From an optimization exercise on the open Yosys and OpenROAD flow, aimed at small area, a short achievable clock period and few clock cycles per item; shortcuts taken in it are not production practice.
RTL that was checked went through simulation tests only; none was proved equivalent to the original.
Function not checked in run 1: the RTL went through the layout flow alone.
Power figures rest on the tool's default switching activity, not on a simulated workload.

`flow/design.v`:
```
package mer_pkg;
endpackage
module midpoint_ellipse_rasterizer
(
    input  logic         aclk,
    input  logic         aresetn,
    input  logic         s_tvalid,
    output logic         s_tready,
    input  logic [47:0]  s_tdata,
    input  logic [0:0]   s_tuser,
    output logic         m_tvalid,
    input  logic         m_tready,
    output logic [111:0] m_tdata,
    output logic         m_tlast
);
    localparam logic [2:0] ST_IDLE = 3'd0, ST_PS = 3'd1, ST_PR = 3'd2, ST_PM = 3'd3,
                           ST_F1 = 3'd4, ST_F2 = 3'd5;
    logic [31:0] d, T, W;
    logic [33:0] H;
    logic [19:0] U, V;
    logic [13:0] px, mx, py, my;
    logic        mv, lastr, rdy, act, r2, pend, ent, first, spend;
    logic        ryodd, rxodd, fix, fixp, posd1, posd2, firstdig, zr;
    logic [2:0]  st;
    logic [2:0]  dig;
    wire fire      = s_tvalid & rdy;
    wire is_start  = fire & ~s_tuser[0];
    wire is_step   = fire & s_tuser[0];
    wire out_free  = ~mv | m_tready;
    wire idle      = (st == ST_IDLE);
    wire busy      = ~idle | ent;
    wire go        = ((is_step & act) | pend) & out_free & ~busy;
    wire pos1      = ~idle & ~posd1;
    wire pos2      = ~idle & posd1 & ~posd2;
    wire adv       = out_free | posd2;
    wire d_m1 = &d;
    wire b    = r2 ? (d[31] & ~(spend & d_m1)) : ~d[31];
    wire aT   = ~r2 | b;
    wire aW   = r2 | b;
    wire pmfirst = (st == ST_PM) & firstdig;
    wire sel_t = (idle & ~ent & ~r2) | pos1 | pmfirst;
    wire sel_w = (idle & ~ent & r2) | pos2;
    wire sel_h = (idle & ent) | (st == ST_F1);
    wire [31:0] x0 = ({32{sel_t}} & T) | ({32{sel_w}} & W) | ({32{sel_h}} & H[31:0]);
    wire        c0 = (st == ST_F2) ? fix : (pos2 | spend);
    wire [31:0] cand0 = d + x0 + {31'b0, c0};
    wire [31:0] cand1 = d + T + W + {31'b0, spend};
    wire [31:0] tadd = T + (ent ? ~{12'b0, U} : {11'b0, U, 1'b0}) + {31'b0, ent};
    wire [31:0] wadd = W + (ent ? {12'b0, V} : {11'b0, V, 1'b0});
    wire        mac  = (st == ST_PS) | (st == ST_PR) | (st == ST_PM);
    wire [19:0] mc   = (st == ST_PS) ? V : U;
    wire [9:0]  mult = (st == ST_PR) ? U[9:0] : V[9:0];
    wire        neg  = (st == ST_PM);
    logic [1:0] dg;
    always_comb begin
        case (dig)
            3'd0:    dg = mult[1:0];
            3'd1:    dg = mult[3:2];
            3'd2:    dg = mult[5:4];
            3'd3:    dg = mult[7:6];
            default: dg = mult[9:8];
        endcase
    end
    function automatic logic [2:0] topdig(input logic [9:0] m);
        if (m[9:8] != 0)      topdig = 3'd4;
        else if (m[7:6] != 0) topdig = 3'd3;
        else if (m[5:4] != 0) topdig = 3'd2;
        else if (m[3:2] != 0) topdig = 3'd1;
        else                  topdig = 3'd0;
    endfunction
    wire [33:0] mce = {14'b0, mc};
    wire [33:0] hx  = H;
    logic [33:0] ha, hb, hc;
    logic        hcin;
    always_comb begin
        ha = hx; hb = '0; hc = '0; hcin = 1'b0;
        if (mac) begin
            ha = firstdig ? 34'b0 : {H[31:0], 2'b00};
            if (neg) begin
                ha[1:0] = {dg[1] & dg[0], dg[1] ^ dg[0]};
                hb = dg[1] ? ~{mce[32:0], 1'b0} : 34'b0;
                hc = dg[0] ? ~mce : 34'b0;
            end else begin
                hb = dg[1] ? {mce[32:0], 1'b0} : 34'b0;
                hc = dg[0] ? mce : 34'b0;
            end
        end else if (st == ST_F1) begin           
            ha = {H[31:0], 2'b00}; hb = {13'b0, V, 1'b0}; hc = {14'b0, V};
        end else if (st == ST_F2) begin           
            hb = ~{13'b0, U, 1'b0}; hc = ~{14'b0, U};
        end else begin                            
            hb = ~{14'b0, U}; hc = b ? {14'b0, V} : 34'b0; hcin = ~fixp;
        end
    end
    wire [33:0] hs = ha + hb + hc + {33'b0, hcin};
    wire [33:0] ecmp = {{2{T[31]}}, T} + {{2{W[31]}}, W} + ~{14'b0, U}
                       + (b ? 34'b0 : ~{13'b0, V, 1'b0}) + (b ? 34'd1 : 34'd2);
    wire enter = ~r2 & ~ecmp[33];
    wire [13:0] px_n = px + 14'd1;
    wire [13:0] mx_n = mx - 14'd1;
    wire [13:0] py_n = py - 14'd1;
    wire [13:0] my_n = my + 14'd1;
    wire        yz_n = aW ? (py_n == my_n) : (py == my);
    wire lastdig = (dig == 3'd0);
    always_ff @(posedge aclk) begin
        if (!aresetn) begin
            mv    <= 1'b0;
            rdy   <= 1'b1;
            act   <= 1'b0;
            st    <= ST_IDLE;
            ent   <= 1'b0;
            pend  <= 1'b0;
            spend <= 1'b0;
            first <= 1'b0;
        end else begin
            if (go)            mv <= 1'b1;
            else if (m_tready) mv <= 1'b0;
            if (is_start) begin
                st       <= ST_PS;
                act      <= 1'b0;
                ent      <= 1'b0;
                pend     <= 1'b0;
                r2       <= 1'b0;
                spend    <= 1'b0;
                first    <= 1'b0;
                fixp     <= 1'b0;
                posd1    <= 1'b0;
                posd2    <= 1'b0;
                firstdig <= 1'b1;
                dig      <= topdig(s_tdata[43:34]);
                U        <= {10'b0, s_tdata[33:24]};
                V        <= {10'b0, s_tdata[43:34]};
                T        <= {22'b0, s_tdata[43:34]};
                W        <= ~{22'b0, s_tdata[43:34]};
                d        <= {4'b0, s_tdata[11:0], 4'b0, s_tdata[23:12]};
                rxodd    <= s_tdata[24];
                ryodd    <= s_tdata[34];
                zr       <= (s_tdata[33:24] == 10'd0) | (s_tdata[43:34] == 10'd0);
                rdy      <= 1'b0;
            end else if (~idle) begin
                if (pos1 & out_free) begin
                    px <= cand0[29:16]; mx <= cand0[29:16]; py <= cand0[13:0];
                    posd1 <= 1'b1;
                end
                if (pos2 & out_free) begin
                    my <= cand0[13:0];
                    posd2 <= 1'b1;
                end
                if (adv) begin
                    if (mac) begin
                        H        <= hs;
                        firstdig <= lastdig;
                        dig      <= lastdig ? ((st == ST_PS) ? topdig(U[9:0]) : topdig(V[9:0]))
                                            : dig - 3'd1;
                        if (lastdig) begin
                            case (st)
                                ST_PS: begin T <= hs[31:0]; st <= ST_PR; end    
                                ST_PR: begin                                    
                                    U  <= hs[19:0];
                                    d  <= {14'b0, hs[19:2]};
                                    st <= ST_PM;
                                end
                                default: begin                                  
                                    W  <= {hs[30:0], 1'b0};                     
                                    V  <= U;                                    
                                    U  <= T[19:0];                              
                                    st <= ST_F1;
                                end
                            endcase
                        end
                        if (pmfirst) d <= cand0;                                
                    end
                    case (st)
                        ST_F1: begin
                            H   <= hs;
                            d   <= cand0;                                        
                            fix <= rxodd & cand0[31];
                            T   <= tadd;                                         
                            W   <= wadd;                                         
                            st  <= ST_F2;
                        end
                        ST_F2: begin
                            H    <= {{2{hs[33]}}, hs[33:2]};
                            d    <= cand0;                                       
                            fixp <= fix;
                            st   <= ST_IDLE;
                            act  <= ~zr | (py != my);
                            ent  <= zr;
                            rdy  <= ~zr;
                        end
                        default: ;
                    endcase
                end
            end else if (ent) begin
                d     <= cand0;
                T     <= tadd;
                W     <= wadd;
                r2    <= 1'b1;
                first <= 1'b1;
                ent   <= 1'b0;
                rdy   <= ~pend;
            end else if (go) begin
                d <= b ? cand1 : cand0;
                if (aT) begin T <= tadd; px <= px_n; mx <= mx_n; end
                if (aW) begin W <= wadd; py <= py_n; my <= my_n; end
                if (~r2) H <= hs;
                fixp <= 1'b0;
                lastr <= yz_n;
                act   <= ~yz_n;
                spend <= first & ryodd & d[31] & ~d_m1;
                first <= 1'b0;
                pend  <= 1'b0;
                ent   <= enter & ~yz_n;
                rdy   <= ~(enter & ~yz_n);
            end else if (is_step & act) begin
                pend <= 1'b1;
                rdy  <= 1'b0;
            end
        end
    end
    assign s_tready = rdy;
    assign m_tvalid = mv;
    assign m_tlast  = lastr;
    assign m_tdata  = {my, mx, my, px, py, mx, py, px};
endmodule
```
`flow/constraint.sdc`:
```
create_clock -name core_clock -period 10.0 [get_ports {aclk}]
set_input_delay 2.0000 -clock core_clock [delete_from_list [all_inputs] [get_ports {aclk}]]
set_output_delay 2.0000 -clock core_clock [all_outputs]
set_load 0.01 [all_outputs]
```
`flow/run.sh`:
```
#!/bin/bash
# synth_recipe.tcl (not shown) runs the flow's synth.tcl, then flattens the netlist and writes it again
# the make line also repeats each setting of config.mk as NAME=value (left out here)
make -C /OpenROAD-flow-scripts/flow DESIGN_CONFIG=/design/flow/config.mk WORK_HOME=/design/flow/orfs CLKGATE_MAP_FILE= SYNTH_SCRIPT=/design/flow/synth_recipe.tcl finish
```
`flow/config.mk`:
```
export PLATFORM = sky130hd
export DESIGN_NAME = midpoint_ellipse_rasterizer
export DESIGN_NICKNAME = midpoint_ellipse_rasterizer
export VERILOG_FILES = /design/flow/design.v
export SDC_FILE = /design/flow/constraint.sdc
export NUM_CORES = 4
export LEC_CHECK = 0
export ABC_CLOCK_PERIOD_IN_PS = 2500
export CAP_MARGIN = 20
export CORE_MARGIN = 2
export CORE_UTILIZATION = 40
export SETUP_SLACK_MARGIN = 5
export SLEW_MARGIN = 20
```
==> results of run 1 <==
==> cells in the mapped netlist (12+ instances only) <==
master    count
a211oi_1     48
a21boi_0     16
a21o_1       69
a21oi_1     317
a221oi_1     13
a222oi_1     35
a22oi_1      13
a31oi_1      33
and2_1       17
and3_1       31
buf_1        25
buf_4        56
clkbuf_1    102
edfxtp_1    239
fa_1         93
ha_1        262
inv_1       167
mux2_2       18
mux2i_1      29
nand2_1     341
nand2b_1     56
nand3_1      61
nand4_1      34
nor2_1      303
nor2b_1      26
nor3_1       50
nor4_1       21
o211ai_1     38
o21a_1       34
o21ai_0     218
o21bai_1     29
o22ai_1      44
o31ai_1      12
or3_1        15
xnor2_1     138
xor2_1      104
==> metal layers <==
layer	global-route usage	vias to the layer above	routed length [um]	share of wire
met5	0	-	26	0.00024
met3	0.0329	318	7870	0.073
met4	0.148	4	6590	0.061
li1	-	12393	-	-
met2	0.475	1254	49400	0.46
met1	0.381	13151	43700	0.41
==> what timing repair did <==
action	CTS	global route
hold buffers	0	0
buffers inserted	114	54
setup endpoints to repair	190	138
pin swaps	127	126
gates cloned	7	1
gates resized for setup	290	183
==> final timing paths <==
check | cells after the start | to | slack (ps)
min reg2reg | 2 | first | 460
max reg2reg | 27 | ent | 3870
min | 2 | first | 460
max | 27 | ent | 3870
==> registers in the layout (all words and copies together), names as in the netlist, 3 cells and up <==
name  flops
st        3
mx       14
T        32
W        32
py       14
V        20
H        34
U        20
d        32
my       14
px       14
dig       3
==> final cells by class <==
cell class / instances / area (um^2) / area share
Clock inverter: 19 / 194 / 0.00553
Multi-Input combinational cell: 2665 / 21100 / 0.601
Tap cell: 931 / 1160 / 0.0332
Inverter: 171 / 651 / 0.0186
Sequential cell: 249 / 7380 / 0.211
Clock buffer: 40 / 873 / 0.0249
Timing Repair Buffer: 378 / 3730 / 0.106
==> stage by stage <==
stage	cells	hold WS, ps
floorplan	3280	432
global placement	4217	444
CTS	4397	458
global route	4453	472
detailed placement	4217	450
finish	4453	461
==> layout by cell type, fill, tap and decap left out, drive strengths merged, types with 21 or more instances in the layout <==
cell	instances
a211oi	48
clkbuf	41
o21a	34
buf	211
nand3	61
a31oi	33
a21oi	318
inv	169
o21ai	230
a21o	71
o211ai	38
a222oi	35
o22ai	45
edfxtp	239
nor3	53
fa	93
xor2	104
nand2b	56
nand2	344
mux2i	29
nor4	21
o21bai	29
clkdlybuf4s50	163
and3	32
ha	262
nor2b	27
nand4	34
xnor2	138
nor2	305
==> cells by family after synthesis <==
family          after synthesis  share of synthesized area
simple gates               1002                      0.165
fa+ha+maj                   355                      0.185
buf+inv                     367                     0.0591
flops                       249                      0.265
mux                          47                     0.0177
compound gates             1017                      0.232
xor+xnor                    243                     0.0769
==> power by group through the flow <==
stage               Clock (uW)  Sequential [uW]  Combinational [uW]
CTS                       1240             1510                4860
global route              1280             1520                5960
floorplan                    0             1470                2970
finish                    1230             1510                5510
detailed placement           0             1550                4150
global placement             0             1550                4120
==> worst max-delay path: stages, from the launching register on <==
cell and delay (ps):
edfxtp_1 520, ha_4 350, o21ai_1 90, a21boi_2 310
o41ai_4 170, a211oi_2 420, o31ai_4 150, o21ai_2 260
nand2_2 130, a31oi_4 190, a211oi_2 110, a21oi_1 190
xnor2_1 100, ha_1 290, inv_1 50, ha_1 290
ha_1 300, nand4_1 170, nor2_4 160, and3_4 200
nand4_1 90, buf_6 160, a2111oi_4 420, or4_4 290
xnor2_4 170, and3_4 240, a21oi_1 70, nor3_1 130
==> reports/qor.txt, run 1 <==
Skew-Pair Late Insertion Delay: 600 ps
worst r2r src: W[5]
Root Buffer: clkbuf_16
Clock Path Buffers: 3
Fin Setup TNS: 0 ps
Placeable Area: 68700 um^2
Setup crit end kind: flip-flop
measured slew at the worst slew-check pin: 1000 ps
gp weighted congestion: 0.962
Layout area overhead: 25.9%
Final ANT Viol Nets: 0
Switching Fraction: 0.465
synthesized area per cell: 8.49 um^2
total congestion overflow: 0
CP max FO: 4
CTS tree: done
Switch Pwr: 3840 uW
Final Hold Vio Count: 0
Wirelength per Cell: 24.2 um
synth unique cells: 96
router iterations before antenna repair: 9
fillers: 6477
Max-cap violations: 0
Layout Nets: 3907
Via density: 6.09
GRT Resource Usage Total: 0.291
Synth top area share: 0.258
status: timing/DRC/antenna clean
asr flop ratio synth: 0
CP startpoint kind: flip-flop
Setup Crit Path Kind: flip-flop to flip-flop
Finish-stage setup viols: 0
routed via count: 27120
final wirelength: 108000 um
cell type with the largest total area after synthesis: edfxtp_1
RSZ-0062 raised after global routing: true
DR DRC count: 0
CTS HTree Levels: 2
pwr dens: 235 nW/um^2
IO Count: 168
period utilization: 0.613
pin count of the biggest net entering global routing: 68
Final Core Density: 0.510
worst vdd ir: 134 uV
leakage: 0.0140 uW
Worst Hold Class: flip-flop to flip-flop
Pwr Total: 8260 uW
Clk pin slew, worst setup/hold paths: 70 ps
Max Clock Skew: 57.4 ps
yosys warns: 1
DP Area: 30100 um^2
first-pass GRT wire length: 158000 um
Initial Utilization: 0.405
Cell Int Power: 4420 uW
Post-synth top flop: edfxtp_1
Comb pwr share: 0.668
DIE WIDTH: 268 um
Gate Count Post-Synth: 3280
Netlist Area Pre-Place: 27900 um^2
share of cells above drive strength 1: 0.177
drt first-iter violations: 2923
syn nets: 3688
WP data arrival: 6630 ps
sequential share of the synthesized area: 0.265
initial antenna violation count: 2
cts bufs inserted: 34
port bufs: 163
Die Area: 71800 um^2
hold_sp: first
Post-DP HPWL: 76500 um
Critical path origin: W[5]
Yosys reg bits: 249
Slew headroom: 0.332
setup ws final: 3870 ps
Slew Viols, Final: 0
diode count: 0
clock sinks: 249
Rows: 96
pre-CTS WS: 2370 ps
Synth area leaders: edfxtp_1 (26%), ha_1 (12%), fa_1 (6.7%)
f_max: 163 MHz
number of synthesized flops with an enable pin: 239
CP required: 10500 ps
design area: 35100 um^2
sequential share of power: 0.183
vias in the first global route: 25355
Clock Power Share: 0.149
Chip Height: 268 um
fin crit period: 6130 ps
==> inputs of run 2 (changes only) <==
--- a/flow/design.v
+++ b/flow/design.v
@@ -16,5 +16,4 @@
     localparam logic [2:0] ST_IDLE = 3'd0, ST_PS = 3'd1, ST_PR = 3'd2, ST_PM = 3'd3,
-                           ST_F1 = 3'd4, ST_F2 = 3'd5;
-    logic [31:0] d, T, W;
-    logic [33:0] H;
+                           ST_F1 = 3'd4, ST_F2 = 3'd5, ST_F3 = 3'd6, ST_F4 = 3'd7;
+    logic [31:0] d, T, W, H;
     logic [19:0] U, V;
@@ -22,3 +21,3 @@
     logic        mv, lastr, rdy, act, r2, pend, ent, first, spend;
-    logic        ryodd, rxodd, fix, fixp, posd1, posd2, firstdig, zr;
+    logic        ryodd, rxodd, fix, posd1, posd2, firstdig, zr;
     logic [2:0]  st;
@@ -39,8 +38,7 @@
     wire aW   = r2 | b;
-    wire pmfirst = (st == ST_PM) & firstdig;
-    wire sel_t = (idle & ~ent & ~r2) | pos1 | pmfirst;
+    wire sel_t = (idle & ~ent & ~r2) | pos1;
     wire sel_w = (idle & ~ent & r2) | pos2;
-    wire sel_h = (idle & ent) | (st == ST_F1);
-    wire [31:0] x0 = ({32{sel_t}} & T) | ({32{sel_w}} & W) | ({32{sel_h}} & H[31:0]);
-    wire        c0 = (st == ST_F2) ? fix : (pos2 | spend);
+    wire sel_h = idle & ent;
+    wire [31:0] x0 = ({32{sel_t}} & T) | ({32{sel_w}} & W) | ({32{sel_h}} & H);
+    wire        c0 = (st == ST_F3) ? fix : (pos2 | spend);
     wire [31:0] cand0 = d + x0 + {31'b0, c0};
@@ -71,3 +69,3 @@
     wire [33:0] mce = {14'b0, mc};
-    wire [33:0] hx  = H;
+    wire [33:0] hx  = {{2{H[31]}}, H};
     logic [33:0] ha, hb, hc;
@@ -77,3 +75,3 @@
         if (mac) begin
-            ha = firstdig ? 34'b0 : {H[31:0], 2'b00};
+            ha = firstdig ? 34'b0 : {H, 2'b00};
             if (neg) begin
@@ -87,7 +85,11 @@
         end else if (st == ST_F1) begin           
-            ha = {H[31:0], 2'b00}; hb = {13'b0, V, 1'b0}; hc = {14'b0, V};
+            hc = {14'b0, U};
         end else if (st == ST_F2) begin           
-            hb = ~{13'b0, U, 1'b0}; hc = ~{14'b0, U};
+            hc = {16'b0, V[19:2]};
+        end else if (st == ST_F3) begin           
+            ha = {W[31], W, 1'b0}; hb = ~{{2{T[31]}}, T}; hc = ~{14'b0, V};
+        end else if (st == ST_F4) begin           
+            hb = {34{fix}};
         end else begin                            
-            hb = ~{14'b0, U}; hc = b ? {14'b0, V} : 34'b0; hcin = ~fixp;
+            hb = ~{14'b0, U}; hc = b ? {14'b0, V} : 34'b0; hcin = 1'b1;
         end
@@ -125,3 +127,2 @@
                 first    <= 1'b0;
-                fixp     <= 1'b0;
                 posd1    <= 1'b0;
@@ -150,3 +151,3 @@
                     if (mac) begin
-                        H        <= hs;
+                        H        <= hs[31:0];
                         firstdig <= lastdig;
@@ -157,7 +158,3 @@
                                 ST_PS: begin T <= hs[31:0]; st <= ST_PR; end    
-                                ST_PR: begin                                    
-                                    U  <= hs[19:0];
-                                    d  <= {14'b0, hs[19:2]};
-                                    st <= ST_PM;
-                                end
+                                ST_PR: begin U <= hs[19:0]; st <= ST_PM; end    
                                 default: begin                                  
@@ -170,21 +167,13 @@
                         end
-                        if (pmfirst) d <= cand0;                                
                     end
                     case (st)
-                        ST_F1: begin
-                            H   <= hs;
-                            d   <= cand0;                                        
-                            fix <= rxodd & cand0[31];
-                            T   <= tadd;                                         
-                            W   <= wadd;                                         
-                            st  <= ST_F2;
-                        end
-                        ST_F2: begin
-                            H    <= {{2{hs[33]}}, hs[33:2]};
-                            d    <= cand0;                                       
-                            fixp <= fix;
-                            st   <= ST_IDLE;
-                            act  <= ~zr | (py != my);
-                            ent  <= zr;
-                            rdy  <= ~zr;
+                        ST_F1: begin H <= hs[31:0]; T <= tadd; W <= wadd; st <= ST_F2; end
+                        ST_F2: begin H <= hs[31:0]; d <= hs[31:0]; fix <= rxodd & hs[33]; st <= ST_F3; end
+                        ST_F3: begin H <= hs[33:2]; d <= cand0; st <= ST_F4; end
+                        ST_F4: begin
+                            H   <= hs[31:0];
+                            st  <= ST_IDLE;
+                            act <= ~zr | (py != my);
+                            ent <= zr;
+                            rdy <= ~zr;
                         end
@@ -205,4 +194,3 @@
                 if (aW) begin W <= wadd; py <= py_n; my <= my_n; end
-                if (~r2) H <= hs;
-                fixp <= 1'b0;
+                if (~r2) H <= hs[31:0];
                 lastr <= yz_n;
--- a/flow/config.mk
+++ b/flow/config.mk
@@ -11,3 +11,2 @@
 export CORE_UTILIZATION = 40
-export SETUP_SLACK_MARGIN = 5
 export SLEW_MARGIN = 20
==> reports/qor.txt, run 2 <==
status: timing/DRC/antenna clean
Skew-Pair Late Insertion Delay: 600 ps (about the same)
R2R setup slack: 2430 ps (-1430 ps)
Synth area leaders: edfxtp_1 (25%), ha_1 (12%), fa_1 (6.5%)
pwr dens: 159 nW/um^2 (-32%)
routed via count: 26444 (-2.5%)
vias in the first global route: 24768 (-2.3%)
Gate Count Post-Synth: 3410 (+4.0%)
CP startpoint kind: flip-flop
Resized cells post-CTS: 0 (-100%)
DR DRC count: 0 (unchanged)
fillers: 7134 (+10%)
Layout area overhead: 11.4%
Final ANT Viol Nets: 0 (unchanged)
pin count of the biggest net entering global routing: 65 (-4.4%)
Post-synth top flop: edfxtp_1
CP max FO: 17 (+13)
Final Instance Count excl. Fillers: 4401 (-1.2%)
Chip Height: 272 um (+1.7%)
asr flop ratio synth: 0 (unchanged)
router iterations before antenna repair: 9 (unchanged)
measured slew at the worst slew-check pin: 1140 ps (+142 ps)
cts bufs inserted: 31 (-8.8%)
share of cells above drive strength 1: 0.0458 (-0.131)
worst vdd ir: 151 uV (+13%)
WP data arrival: 8020 ps (+1390 ps)
Netlist Area Pre-Place: 28800 um^2 (+3.5%)
number of synthesized flops with an enable pin: 236 (-1.3%)
CP required: 10460 ps (-40 ps)
clock sinks: 246 (-1.2%)
Fin Setup TNS: 0 ps (unchanged)
CTS HTree Levels: 1 (-1)
yosys warns: 1 (unchanged)
most frequent cell after synthesis: a21oi_1
Final Core Density: 0.449 (-0.0612)
design area: 32100 um^2 (-8.4%)
Clock Path Buffers: 3 (unchanged)
DIE WIDTH: 272 um (+1.7%)
Worst Hold Class: flip-flop to flip-flop
Final Hold Vio Count: 0 (unchanged)
# hold bufs at CTS: 0 (unchanged)
DP Area: 31100 um^2 (+3.2%)
initial antenna violation count: 0 (-2)
Placeable Area: 71500 um^2 (+4.0%)
Yosys reg bits: 246 (-1.2%)
period utilization: 0.757 (+0.143)
post-CTS setup buffers: 0 (-100%)
r2r endpoint: fix
diode count: 0 (unchanged)
total congestion overflow: 0 (unchanged)
Placed Cells: 4342 (+3.0%)
Max Clock Skew: 8.82 ps (-48.6 ps)
syn nets: 3823 (+3.7%)
worst r2r src: d[31]
synth unique cells: 80 (-17%)
Root Buffer: clkbuf_16
port bufs: 163 (unchanged)
WHS Path Cells: 2 (unchanged)
Wirelength per Cell: 22.3 um (-7.9%)
Setup crit end kind: flip-flop
RSZ-0062 raised after global routing: false
Rows: 98 (+2.1%)
Max-cap violations: 0 (unchanged)
synthesized area per cell: 8.46 um^2 (-0.42%)
Clk pin slew, worst setup/hold paths: 60 ps (about the same)
end of the worst hold path: spend
GRT Resource Usage Total: 0.257 (-0.0338)
Finish-stage setup viols: 0 (unchanged)
Synth top area share: 0.246 (-0.0119)
most frequent cells in the layout: a21oi_1 (343), nor2_1 (286), nand2_1 (266)
sequential share of the synthesized area: 0.253 (-0.0122)
Die Area: 74200 um^2 (+3.5%)
fin crit period: 7570 ps (+1430 ps)
Final Hold Slack: 481 ps (+20.1 ps)
most instantiated cells after synthesis: a21oi_1 (348), nor2_1 (290), ha_1 (267), nand2_1 (267), o21ai_0 (261)
gp weighted congestion: 0.946 (-1.7%)
commonest non-fill, non-tap cell in the layout: a21oi_1
final wirelength: 97900 um (-9.0%)
IO Count: 168 (unchanged)
Via density: 6.01 (-1.3%)
CTS tree: done
Slew headroom: 0.237 (-0.0948)
Slew Viols, Final: 0 (unchanged)
drt first-iter violations: 2762 (-5.5%)
Initial Utilization: 0.403 (-0.00201)
Post-DP HPWL: 76200 um (-0.48%)
f_max: 132 MHz (-19%)
Setup Crit Path Kind: flip-flop to flip-flop
hold_sp: first
first-pass GRT wire length: 150000 um (-5.3%)
reg2reg path depth: 19 (-30%)
leakage: 0.0127 uW (-9.2%)
cell type with the largest total area after synthesis: edfxtp_1
Layout Nets: 3840 (-1.7%)
-- run 2: changes by cell type after synthesis, sizes merged, moves of 25 or more --
cell    previous run  this run
mux2i             29        65
nand2            343       267
clkbuf           106       140
o22ai             45        20
a21oi            318       348
o21ai            230       263
-- run 2: final cells by class --
type / count / area (um^2) / area share
clock buffer: 36 / 795 / 0.0247
clock inverter: 21 / 186 / 0.00580
inverter: 177 / 666 / 0.0207
multi-input combinational: 2761 / 20000 / 0.622
sequential: 246 / 7290 / 0.227
tap: 950 / 1190 / 0.0370
timing repair buffer: 210 / 2020 / 0.0630
-- run 2: worst max-delay path: stages (launching register included) --
cell	delay, ps
edfxtp_1	930
inv_1	530
o21ai_0	650
and3_1	750
a21oi_1	150
a21oi_1	170
a21oi_1	70
o21ai_0	260
fa_1	450
ha_1	370
o21ai_0	140
o21ai_0	280
and2_1	250
o211ai_1	260
a31oi_1	560
nand4_1	180
nand2_1	200
a31oi_1	120
xnor2_1	850
and2_1	260
-- run 2: layer usage --
layer | GRT usage | wire length [um] | vias up
met5 | 0 | 0 | -
met2 | 0.419 | 45400 | 939
met4 | 0.0918 | 3770 | 0
li1 | - | - | 12614
met3 | 0.0278 | 6040 | 151
met1 | 0.352 | 42700 | 12740
-- run 2: cell families (layout without fill, tap and decap cells) --
| logic type | Yosys count | after routing | share of synthesized area |
|---|---|---|---|
| AO/OA/AOI/OAI | 1136 | 1136 | 0.251 |
| XOR/XNOR | 237 | 237 | 0.0720 |
| adder cells (fa/ha/maj) | 360 | 360 | 0.180 |
| buffers and inverters | 403 | 444 | 0.0600 |
| flip-flops | 246 | 246 | 0.253 |
| multiplexers | 91 | 91 | 0.0327 |
| AND/OR/NAND/NOR | 937 | 937 | 0.151 |
-- run 2: metrics by stage --
stage          power [uW]  setup slack [ps]
2_1_floorplan        3200              4320
3_3_place_gp         3930              2590
3_5_place_dp         3950              2560
4_1_cts              5100              2490
5_1_grt              5460              2280
6_report             5110              2430
-- run 2: worst max-delay path by stage --
stage	from	to	slack, ps	cells after the start
global placement	st[0]	d[18]	2590	23
detailed placement	st[0]	d[18]	2560	23
floorplan	st[0]	T[30]	4320	24
global route	st[0]	d[18]	2280	23
finish	d[31]	fix	2430	19
CTS	st[0]	d[18]	2490	23
-- run 2: power breakdown --
part / switching (uW) / leakage (uW) / internal [uW]
combinational: 1600 / 0.0100 / 1000
sequential: 103 / 0.00223 / 1270
clock: 491 / 0.000482 / 642
Testbench counts of run 2, summed over its fixed seeds: cycles 19,320, items 16,698.

==> static timing again, ports no longer ideal <==
No port has a modelled driver above. Below, the same layouts with a new extraction and two added sets of constraints.
Step 1: set_driving_cell puts a clkbuf_16 on aclk and a buf_2 on each other input, an assumption about the parent block.
Step 2 adds t to the input delays and takes it off the output delays; t is the mean of the earliest and latest rising clock arrival at the registers after step 1. Input paths then give back, and output paths get back, about the clock's delay inside the block.
a / b / c = ideal / step 1 / step 2; a / b = the first two.
| run | t, ns | setup slack, ns | worst hold slack (ns) | worst setup path at the end | latest minus earliest clock arrival (ns) |
|---|---|---|---|---|---|
| run 1 | 0.639 | 3.866 / 3.866 / 3.866 | 0.461 / 0.461 / 0.461 | register to register | 0.058 / 0.057 |
| run 2 | 0.651 | 2.435 / 2.435 / 2.435 | 0.481 / 0.481 / 0.481 | register to register | 0.009 / 0.009 |
After both steps every run listed still meets setup and hold.
